Source: an optimization exercise on an open RTL-to-GDS flow (aim: small area and a short achievable clock period). Production flows keep margins and buffers that such runs may drop.
At most, simulation tests tie the RTL to the original design; equivalence was not proved.
The clock input has no modelled driver; a real chip could not lean on it and would need a root buffer or a full tree.
No activity file was given, so power comes from the tool's default toggle rates.

==> run A <==
## squeeze_conv_layer
module squeeze_conv_layer
(
	input  wire        clk,
	input  wire        rst_n,
	input  wire        layer_en,
	input  wire [15:0] ifm,
	input  wire        ram_feedback,
	output wire [63:0] ofm,
	output wire        ofm_sample,
	output wire        layer_finish
);
	localparam int LANES = 4;
	localparam int AW    = 21;
	localparam logic [AW-1:0] CMASK = squeeze_pkg::carry_mask;
	logic       en_q;
	logic [4:0] tap_addr;
	logic [2:0] win_cnt;
	logic       last_al;
	logic       window_done;
	logic       done_q;
	logic       sample_q;
	logic       finish_q;
	logic       fb_seen;
	wire taps_done = win_cnt[2];
	wire advance   = en_q & ~taps_done;
	wire at_last   = (tap_addr == 5'd17);
	always_ff @(posedge clk or negedge rst_n) begin
		if (!rst_n) begin
			en_q        <= 1'b0;
			tap_addr    <= '0;
			win_cnt     <= '0;
			last_al     <= 1'b0;
			window_done <= 1'b0;
			done_q      <= 1'b0;
			sample_q    <= 1'b0;
			finish_q    <= 1'b0;
			fb_seen     <= 1'b0;
		end else begin
			en_q <= layer_en;
			if (advance) begin
				if (at_last) begin
					tap_addr <= '0;
					win_cnt  <= win_cnt + 1'b1;
				end else begin
					tap_addr <= tap_addr + 1'b1;
				end
			end
			last_al     <= advance & at_last;
			window_done <= last_al;
			done_q      <= window_done;
			sample_q    <= done_q;
			finish_q    <= (finish_q | (window_done & taps_done)) & ~fb_seen & ~ram_feedback;
			if (ram_feedback) fb_seen <= 1'b1;
		end
	end
	assign ofm_sample   = sample_q;
	assign layer_finish = finish_q;
	logic [15:0] tap_q;
	logic [15:0] tap_d;
	logic [17:1] t3_d;
	logic [3:0]  first;
	logic [3:0]  sel_p1, sel_p2, sel_p3, sel_neg;
	wire [17:0] t3;
	assign t3[0] = tap_q[0];
	assign t3[17:1] = squeeze_pkg::bk_add17({{2{tap_q[15]}}, tap_q[15:1]}, {tap_q[15], tap_q});
	always_ff @(posedge clk) begin
		tap_q <= ifm;
		tap_d <= tap_q;
		t3_d  <= t3[17:1];
	end
	logic [31:0] dec_p1 [LANES];
	logic [31:0] dec_p2 [LANES];
	logic [31:0] dec_p3 [LANES];
	logic [31:0] dec_neg [LANES];
	genvar l, i;
	generate
		for (l = 0; l < LANES; l++) begin : g_dec
  ...
==> module mac_lane, before the edit <==
module mac_lane
(
	input  wire a,
	input  wire b,
	input  wire ci,
	output wire s,
	output wire co
);
	assign s  = a ^ b ^ ci;
	assign co = (a & b) | (a & ci) | (b & ci);
endmodule
==> module squeeze_conv_layer, before the edit <==
module squeeze_conv_layer
(
	input  wire        clk,
	input  wire        rst_n,
	input  wire        layer_en,
	input  wire [15:0] ifm,
	input  wire        ram_feedback,
	output wire [63:0] ofm,
	output wire        ofm_sample,
	output wire        layer_finish
);
	localparam int LANES = 4;
	localparam int AW    = 21;
	localparam logic [AW-1:0] CMASK = squeeze_pkg::carry_mask;
	logic       en_q;
	logic [4:0] tap_addr;
	logic [2:0] win_cnt;
	logic       last_al;
	logic       window_done;
	logic       done_q;
	logic       sample_q;
	logic       finish_q;
	logic       fb_seen;
	wire taps_done = win_cnt[2];
	wire advance   = en_q & ~taps_done;
	wire at_last   = (tap_addr == 5'd17);
	always_ff @(posedge clk or negedge rst_n) begin
		if (!rst_n) begin
			en_q        <= 1'b0;
			tap_addr    <= '0;
			win_cnt     <= '0;
			last_al     <= 1'b0;
			window_done <= 1'b0;
			done_q      <= 1'b0;
			sample_q    <= 1'b0;
			finish_q    <= 1'b0;
			fb_seen     <= 1'b0;
		end else begin
			en_q <= layer_en;
			if (advance) begin
				if (at_last) begin
					tap_addr <= '0;
					win_cnt  <= win_cnt + 1'b1;
				end else begin
					tap_addr <= tap_addr + 1'b1;
				end
			end
			last_al     <= advance & at_last;
			window_done <= last_al;
			done_q      <= window_done;
			sample_q    <= done_q;
			finish_q    <= (finish_q | (window_done & taps_done)) & ~fb_seen & ~ram_feedback;
			if (ram_feedback) fb_seen <= 1'b1;
		end
	end
	assign ofm_sample   = sample_q;
	assign layer_finish = finish_q;
	logic [15:0] tap_q;
	logic [15:0] tap_d;
	logic [17:1] t3_d;
	logic [3:0]  first;
	logic [3:0]  sel_p1, sel_p2, sel_p3, sel_neg;
	wire [17:0] t3;
	assign t3[0] = tap_q[0];
	assign t3[17:1] = squeeze_pkg::bk_add17({{2{tap_q[15]}}, tap_q[15:1]}, {tap_q[15], tap_q});
	always_ff @(posedge clk) begin
		tap_q <= ifm;
		tap_d <= tap_q;
		t3_d  <= t3[17:1];
	end
	logic [31:0] dec_p1 [LANES];
	logic [31:0] dec_p2 [LANES];
	logic [31:0] dec_p3 [LANES];
	logic [31:0] dec_neg [LANES];
	genvar l, i;
	generate
		for (l = 0; l < LANES; l++) begin : g_dec
			for (i = 0; i < 32; i++) begin : g_addr
				assign dec_p1[l][i]  = (squeeze_pkg::wmag(i, l) == 2'd1);
				assign dec_p2[l][i]  = (squeeze_pkg::wmag(i, l) == 2'd2);
				assign dec_p3[l][i]  = (squeeze_pkg::wmag(i, l) == 2'd3);
				assign dec_neg[l][i] = squeeze_pkg::wneg(i, l);
			end
		end
	endgenerate
	always_ff @(posedge clk) begin
		first <= {LANES{advance & (tap_addr == 5'd0)}};
		for (int k = 0; k < LANES; k++) begin
			sel_p1[k]  <= advance & dec_p1[k][tap_addr];
			sel_p2[k]  <= advance & dec_p2[k][tap_addr];
			sel_p3[k]  <= advance & dec_p3[k][tap_addr];
			sel_neg[k] <= advance & dec_neg[k][tap_addr];
		end
	end
	wire [AW-1:0] m1 = {{(AW-16){tap_d[15]}}, tap_d};
	wire [AW-1:0] m2 = {{(AW-17){tap_d[15]}}, tap_d, 1'b0};
	wire [AW-1:0] m3 = {{(AW-18){t3_d[17]}}, t3_d, tap_d[0]};
	logic [AW-1:0] acc  [LANES];
	logic [AW-1:0] accc [LANES];    
	logic [6:0]    res  [LANES];
	generate
		for (l = 0; l < LANES; l++) begin : g_lane
			localparam logic [AW-1:0] BIAS = AW'((l - 1) * 4096);
			wire [AW-1:0] a_in = first[l] ? BIAS : acc[l];
			wire [AW-1:0] c_in = first[l] ? '0 : (accc[l] & CMASK);
			wire [AW-1:0] op = {AW{sel_neg[l]}} ^
				(({AW{sel_p1[l]}} & m1) | ({AW{sel_p2[l]}} & m2) | ({AW{sel_p3[l]}} & m3));
			wire [AW:0] cy;
			wire [AW-1:0] sum;
			assign cy[0] = sel_neg[l];
			for (i = 0; i < AW; i++) begin : g_bit
				wire ci = (i != 0 && CMASK[i]) ? c_in[i] : cy[i];
				mac_lane u_fa (.a(a_in[i]), .b(op[i]), .ci(ci), .s(sum[i]), .co(cy[i+1]));
			end
			always_ff @(posedge clk) begin
				acc[l]  <= sum;
				accc[l] <= cy[AW-1:0] & CMASK;
			end
			wire [AW:0] rc;       
			wire [AW-1:0] run;    
			wire [AW-1:0] full;
			assign rc[0] = 1'b0;
			for (i = 0; i < AW; i++) begin : g_res
				localparam int LO = squeeze_pkg::block_lo(i);
				wire c_lo  = (LO == 0) ? 1'b0 : accc[l][LO];
				wire up_lo = (acc[l][LO] & (c_lo | rc[LO])) | (c_lo & rc[LO]);
				if (i == LO) begin : g_lo
					assign run[i]  = 1'b1;
					assign full[i] = acc[l][i] ^ c_lo ^ rc[LO];
				end else begin : g_up
					assign run[i]  = run[i-1] & acc[l][i];
					assign full[i] = acc[l][i] ^ (up_lo & run[i-1]);
				end
				assign rc[i+1] = (i + 1 < AW && squeeze_pkg::carry_mask[i+1]) ? (up_lo & run[i]) : 1'b0;
			end
			assign res[l] = full[20:14];
		end
	endgenerate
	logic [5:0] ofm_q [LANES];
	always_ff @(posedge clk or negedge rst_n) begin
		if (!rst_n) begin
			for (int k = 0; k < LANES; k++) ofm_q[k] <= '0;
		end else if (window_done) begin
			for (int k = 0; k < LANES; k++) ofm_q[k] <= res[k][6] ? 6'd0 : res[k][5:0];
		end
	end
	generate
		for (l = 0; l < LANES; l++) begin : g_out
			assign ofm[16*l +: 16] = {10'd0, ofm_q[l]};
		end
	endgenerate
endmodule
Settings: LEC_CHECK=0, CAP_MARGIN=20, CORE_MARGIN=2, CORE_UTILIZATION=55, PLACE_DENSITY=0.7, SLEW_MARGIN=20, SYNTH_HIERARCHICAL=1, SYNTH_MINIMUM_KEEP_SIZE=0; clock period 10.0 ns.
standard.sh (not shown) runs the stock make flow with config.mk's settings and CLKGATE_MAP_FILE= SYNTH_SCRIPT=/design/flow/synth_recipe.tcl, a recipe that flattens the netlist after the stock synthesis.
==> flow/flow/run.sh <==
#!/bin/bash
# Standard synthesis unchanged. The layout steps use plain buffers on the ports,
# a shallow clock tree without dummy loads (flat_cts.tcl bypasses the middle
# level, so the root drives the leaf buffers), and ask the repair passes for
# extra setup margin on the worst paths only, so that the achieved period
# shrinks with little added area (constraints unchanged).
set -euo pipefail
bash standard.sh synth > synth.log 2>&1
bash standard.sh \
  "BUFFER_PORTS_ARGS=-buffer_cell sky130_fd_sc_hd__buf_2" \
  "CTS_ARGS=-sink_clustering_enable -repair_clock_nets -dont_use_dummy_load -buf_list sky130_fd_sc_hd__clkbuf_16 -root_buf sky130_fd_sc_hd__clkbuf_16 -sink_clustering_size 25 -sink_clustering_max_diameter 150" \
  "PRE_CTS_TCL=$PWD/flow/flat_cts.tcl" \
  SETUP_SLACK_MARGIN=7.3 TNS_END_PERCENT=0 finish > layout.log 2>&1
==> flow/flow/flat_cts.tcl <==
# Run before CTS: wraps clock_tree_synthesis so that, once the tree is built,
# every buffer between the root buffer and the leaf buffers is bypassed. The
# root then drives the leaf buffers directly, which shortens the clock path by
# one buffer for every register alike.
rename clock_tree_synthesis my_orig_clock_tree_synthesis

proc my_buffer_out_net { inst } {
  foreach it [$inst getITerms] {
    if { [$it isOutputSignal] } { return [$it getNet] }
  }
  return "NULL"
}

proc my_buffer_in_iterm { inst } {
  foreach it [$inst getITerms] {
    if { [$it isInputSignal] } { return $it }
  }
  return "NULL"
}

proc my_flatten_clock_tree { } {
  set block [ord::get_db_block]
  set clk_net [$block findNet clk]
  # The root buffer: the only cell the clock port drives
  set roots {}
  foreach it [$clk_net getITerms] { lappend roots [$it getInst] }
  if { [llength $roots] != 1 } {
    puts "flat_cts: clock port drives [llength $roots] cells, tree left as it is"
    return
  }
  set root [lindex $roots 0]
  set root_net [my_buffer_out_net $root]
  set bypassed 0
  set changed 1
  while { $changed } {
    set changed 0
    foreach it [$root_net getITerms] {
      set mid [$it getInst]
      if { $mid == $root } { continue }
      set mname [[$mid getMaster] getName]
      if { ![string match "sky130_fd_sc_hd__clkbuf_*" $mname] } { continue }
      set mid_net [my_buffer_out_net $mid]
      if { $mid_net == "NULL" } { continue }
      # Bypass only buffers whose loads are all clock buffers
      set only_bufs 1
      set loads {}
      foreach lt [$mid_net getITerms] {
        set li [$lt getInst]
        if { $li == $mid } { continue }
        if { ![string match "sky130_fd_sc_hd__clkbuf_*" [[$li getMaster] getName]] } { set only_bufs 0 }
        lappend loads $lt
      }
      if { !$only_bufs || [llength $loads] == 0 } { continue }
      foreach lt $loads {
        $lt disconnect
        $lt connect $root_net
      }
      [my_buffer_in_iterm $mid] disconnect
      foreach mt [$mid getITerms] { $mt disconnect }
      odb::dbInst_destroy $mid
      odb::dbNet_destroy $mid_net
      incr bypassed
      set changed 1
      break
    }
  }
  puts "flat_cts: bypassed $bypassed clock buffers below the root"
}

proc clock_tree_synthesis { args } {
  my_orig_clock_tree_synthesis {*}$args
  my_flatten_clock_tree
}
==> run B: changes against run A <==
--- a/flow/design.v
+++ b/flow/design.v
@@ -1,29 +1,5 @@
 `default_nettype none
 package squeeze_pkg;
-	localparam logic [20:0] carry_mask = 21'b010010001000100010000;
-	function automatic integer block_lo(input integer i);
-		integer k;
-		block_lo = 0;
-		for (k = 1; k <= i; k++) if (carry_mask[k]) block_lo = k;
-	endfunction
-	function automatic [16:0] bk_add17(input [16:0] a, input [16:0] b);
-		reg [16:0] g, p, gg, pp;
-		integer d, i;
-		g  = a & b;
-		p  = a ^ b;
-		gg = g;
-		pp = p;
-		for (d = 1; d <= 8; d = d * 2)
-			for (i = 2 * d - 1; i < 17; i = i + 2 * d) begin
-				gg[i] = gg[i] | (pp[i] & gg[i-d]);
-				pp[i] = pp[i] & pp[i-d];
-			end
-		for (d = 4; d >= 1; d = d / 2)
-			for (i = 3 * d - 1; i < 17; i = i + 2 * d) begin
-				gg[i] = gg[i] | (pp[i] & gg[i-d]);
-				pp[i] = pp[i] & pp[i-d];
-			end
-		bk_add17 = p ^ {gg[15:0], 1'b0};
-	endfunction
+	localparam logic [20:0] carry_mask = 21'b001000100010000100000;
 	function automatic signed [3:0] weight_value(input integer addr, input integer lane);
 		weight_value = ((addr * 5 + lane * 3 + 2) % 7) - 3;
@@ -41,17 +17,4 @@
 	endfunction
 endpackage
-`default_nettype wire
-`default_nettype none
-module mac_lane
-(
-	input  wire a,
-	input  wire b,
-	input  wire ci,
-	output wire s,
-	output wire co
-);
-	assign s  = a ^ b ^ ci;
-	assign co = (a & b) | (a & ci) | (b & ci);
-endmodule
 `default_nettype wire
 `timescale 1ns/10ps
@@ -78,5 +41,5 @@
 	logic       done_q;
 	logic       sample_q;
-	logic       finish_q;
+	logic       layer_end;
 	logic       fb_seen;
 	wire taps_done = win_cnt[2];
@@ -92,5 +55,5 @@
 			done_q      <= 1'b0;
 			sample_q    <= 1'b0;
-			finish_q    <= 1'b0;
+			layer_end   <= 1'b0;
 			fb_seen     <= 1'b0;
 		end else begin
@@ -108,18 +71,16 @@
 			done_q      <= window_done;
 			sample_q    <= done_q;
-			finish_q    <= (finish_q | (window_done & taps_done)) & ~fb_seen & ~ram_feedback;
+			if (window_done & taps_done) layer_end <= 1'b1;
 			if (ram_feedback) fb_seen <= 1'b1;
 		end
 	end
 	assign ofm_sample   = sample_q;
-	assign layer_finish = finish_q;
+	assign layer_finish = layer_end & ~fb_seen;
 	logic [15:0] tap_q;
 	logic [15:0] tap_d;
 	logic [17:1] t3_d;
-	logic [3:0]  first;
+	logic        first;
 	logic [3:0]  sel_p1, sel_p2, sel_p3, sel_neg;
-	wire [17:0] t3;
-	assign t3[0] = tap_q[0];
-	assign t3[17:1] = squeeze_pkg::bk_add17({{2{tap_q[15]}}, tap_q[15:1]}, {tap_q[15], tap_q});
+	wire [17:0] t3 = {{2{tap_q[15]}}, tap_q} + {tap_q[15], tap_q, 1'b0};
 	always_ff @(posedge clk) begin
 		tap_q <= ifm;
@@ -143,5 +104,5 @@
 	endgenerate
 	always_ff @(posedge clk) begin
-		first <= {LANES{advance & (tap_addr == 5'd0)}};
+		first <= advance & (tap_addr == 5'd0);
 		for (int k = 0; k < LANES; k++) begin
 			sel_p1[k]  <= advance & dec_p1[k][tap_addr];
@@ -160,6 +121,6 @@
 		for (l = 0; l < LANES; l++) begin : g_lane
 			localparam logic [AW-1:0] BIAS = AW'((l - 1) * 4096);
-			wire [AW-1:0] a_in = first[l] ? BIAS : acc[l];
-			wire [AW-1:0] c_in = first[l] ? '0 : (accc[l] & CMASK);
+			wire [AW-1:0] a_in = first ? BIAS : acc[l];
+			wire [AW-1:0] c_in = first ? '0 : (accc[l] & CMASK);
 			wire [AW-1:0] op = {AW{sel_neg[l]}} ^
 				(({AW{sel_p1[l]}} & m1) | ({AW{sel_p2[l]}} & m2) | ({AW{sel_p3[l]}} & m3));
@@ -169,5 +130,6 @@
 			for (i = 0; i < AW; i++) begin : g_bit
 				wire ci = (i != 0 && CMASK[i]) ? c_in[i] : cy[i];
-				mac_lane u_fa (.a(a_in[i]), .b(op[i]), .ci(ci), .s(sum[i]), .co(cy[i+1]));
+				assign sum[i]  = a_in[i] ^ op[i] ^ ci;
+				assign cy[i+1] = (a_in[i] & op[i]) | (a_in[i] & ci) | (op[i] & ci);
 			end
 			always_ff @(posedge clk) begin
@@ -175,21 +137,5 @@
 				accc[l] <= cy[AW-1:0] & CMASK;
 			end
-			wire [AW:0] rc;       
-			wire [AW-1:0] run;    
-			wire [AW-1:0] full;
-			assign rc[0] = 1'b0;
-			for (i = 0; i < AW; i++) begin : g_res
-				localparam int LO = squeeze_pkg::block_lo(i);
-				wire c_lo  = (LO == 0) ? 1'b0 : accc[l][LO];
-				wire up_lo = (acc[l][LO] & (c_lo | rc[LO])) | (c_lo & rc[LO]);
-				if (i == LO) begin : g_lo
-					assign run[i]  = 1'b1;
-					assign full[i] = acc[l][i] ^ c_lo ^ rc[LO];
-				end else begin : g_up
-					assign run[i]  = run[i-1] & acc[l][i];
-					assign full[i] = acc[l][i] ^ (up_lo & run[i-1]);
-				end
-				assign rc[i+1] = (i + 1 < AW && squeeze_pkg::carry_mask[i+1]) ? (up_lo & run[i]) : 1'b0;
-			end
+			wire [AW-1:0] full = acc[l] + (accc[l] & CMASK);
 			assign res[l] = full[20:14];
 		end
==> flow/run.sh (new file) <==
#!/bin/bash
# synth_recipe.tcl (not shown) runs the flow's synth.tcl, then flattens the netlist and writes it again
# the make line also repeats each setting of config.mk as NAME=value (left out here)
make -C /OpenROAD-flow-scripts/flow DESIGN_CONFIG=/design/flow/config.mk WORK_HOME=/design/flow/orfs CLKGATE_MAP_FILE= SYNTH_SCRIPT=/design/flow/synth_recipe.tcl finish
--- a/flow/config.mk
+++ b/flow/config.mk
@@ -8,7 +8,4 @@
 export CAP_MARGIN = 20
 export CORE_MARGIN = 2
-export CORE_UTILIZATION = 55
-export PLACE_DENSITY = 0.7
+export CORE_UTILIZATION = 40
 export SLEW_MARGIN = 20
-export SYNTH_HIERARCHICAL = 1
-export SYNTH_MINIMUM_KEEP_SIZE = 0
removed: flow/flow/run.sh
removed: flow/flow/flat_cts.tcl
removed: flow/standard.sh
==> run Z: changes against run A <==
--- a/flow/config.mk
+++ b/flow/config.mk
@@ -8,6 +8,6 @@
 export CAP_MARGIN = 20
 export CORE_MARGIN = 2
-export CORE_UTILIZATION = 55
-export PLACE_DENSITY = 0.7
+export CORE_UTILIZATION = 48
+export PLACE_DENSITY = 0.65
 export SLEW_MARGIN = 20
 export SYNTH_HIERARCHICAL = 1
==> comparison table <==
Result of the run: run Z timing/DRC/antenna clean; run A timing/DRC/antenna clean; run B timing/DRC/antenna clean
Final setup margin: run Z 7061 ps; run A 7061 ps; run B 6487 ps
Synth warn: run Z 15; run A 15; run B 9
Number of standard cells after synthesis: run Z 943; run A 943; run B 1,089
Pin count of the biggest net entering global routing: run Z 59; run A 53; run B 73
Switching part of the total power: run Z 0.4095; run A 0.4095; run B 0.4107
Via count of the first global-routing pass: run Z 6,450; run A 6,223; run B 7,049
Total Routing Usage GR: run Z 0.1825; run A 0.2070; run B 0.1547
Share of total power in sequential cells: run Z 0.405; run A 0.403; run B 0.344
Power of the sequential group: run Z 1.57 mW; run A 1.56 mW; run B 1.57 mW
Worst rel slew slack: run Z 0.3849; run A 0.3549; run B 0.3484
Cell count along the critical path: run Z 1; run A 1; run B 2
Compound-cell area share of the yosys netlist: run Z 0.1311; run A 0.1311; run B 0.1387
Multi-input gates: run Z 640; run A 640; run B 713
Cells resized by post-CTS repair: run Z 6; run A 7; run B 0
Critical register-to-register path startpoint: run Z sel_p2[3]; run A sel_p3[3]; run B first
Unique cell type count in the Yosys netlist: run Z 52; run A 52; run B 56
Internal power: run Z 2.286 mW; run A 2.292 mW; run B 2.682 mW
Leakage power: run Z 4.720 nW; run A 4.753 nW; run B 5.270 nW
Placeable Area: run Z 0.02243 mm^2; run A 0.01940 mm^2; run B 0.02763 mm^2
Count of non-CTS inverters in the layout: run Z 21; run A 21; run B 99
Total met2 wirelength after detailed routing: run Z 9280 um; run A 8796 um; run B 9779 um
Combinational power: run Z 1.87 mW; run A 1.89 mW; run B 2.14 mW
Adder-cell area share of the yosys netlist: run Z 0.2096; run A 0.2096; run B 0.1737
Function not checked in run B: the RTL went through the layout flow alone.

## afterwards: timing with drivers on the ports
The flow's constraints put no driver on any port. The routed layouts listed below were extracted and timed again, unchanged, in two steps. Step 1: set_driving_cell puts a clkbuf_16 on clk and a buf_2 on each other input, an assumption about the parent block. Step 2 moves the port delays by t, midway between the first and last clock arrival at a register: inputs arrive t later, outputs are due t later. That takes back most of the time a late clock gives input paths. Slacks: no drivers / after step 1 / after step 2; pairs: no drivers / after step 1.
| run | shift t [ns] | setup slack, ns | clock arrival spread, ns | worst slew at a driven data input, ns | cell pins on the clock port's net |
|---|---|---|---|---|---|
| run A | 0.433 | 7.061 / 7.013 / 7.102 | 0.043 / 0.043 | 0.03 | 1 |
| run B | 0.550 | 6.487 / 6.440 / 6.714 | 0.013 / 0.012 | 0.03 | 1 |
| run Z | 0.424 | 7.061 / 7.016 / 7.126 | 0.054 / 0.054 | 0.03 | 1 |
After both steps every run listed still meets setup and hold.
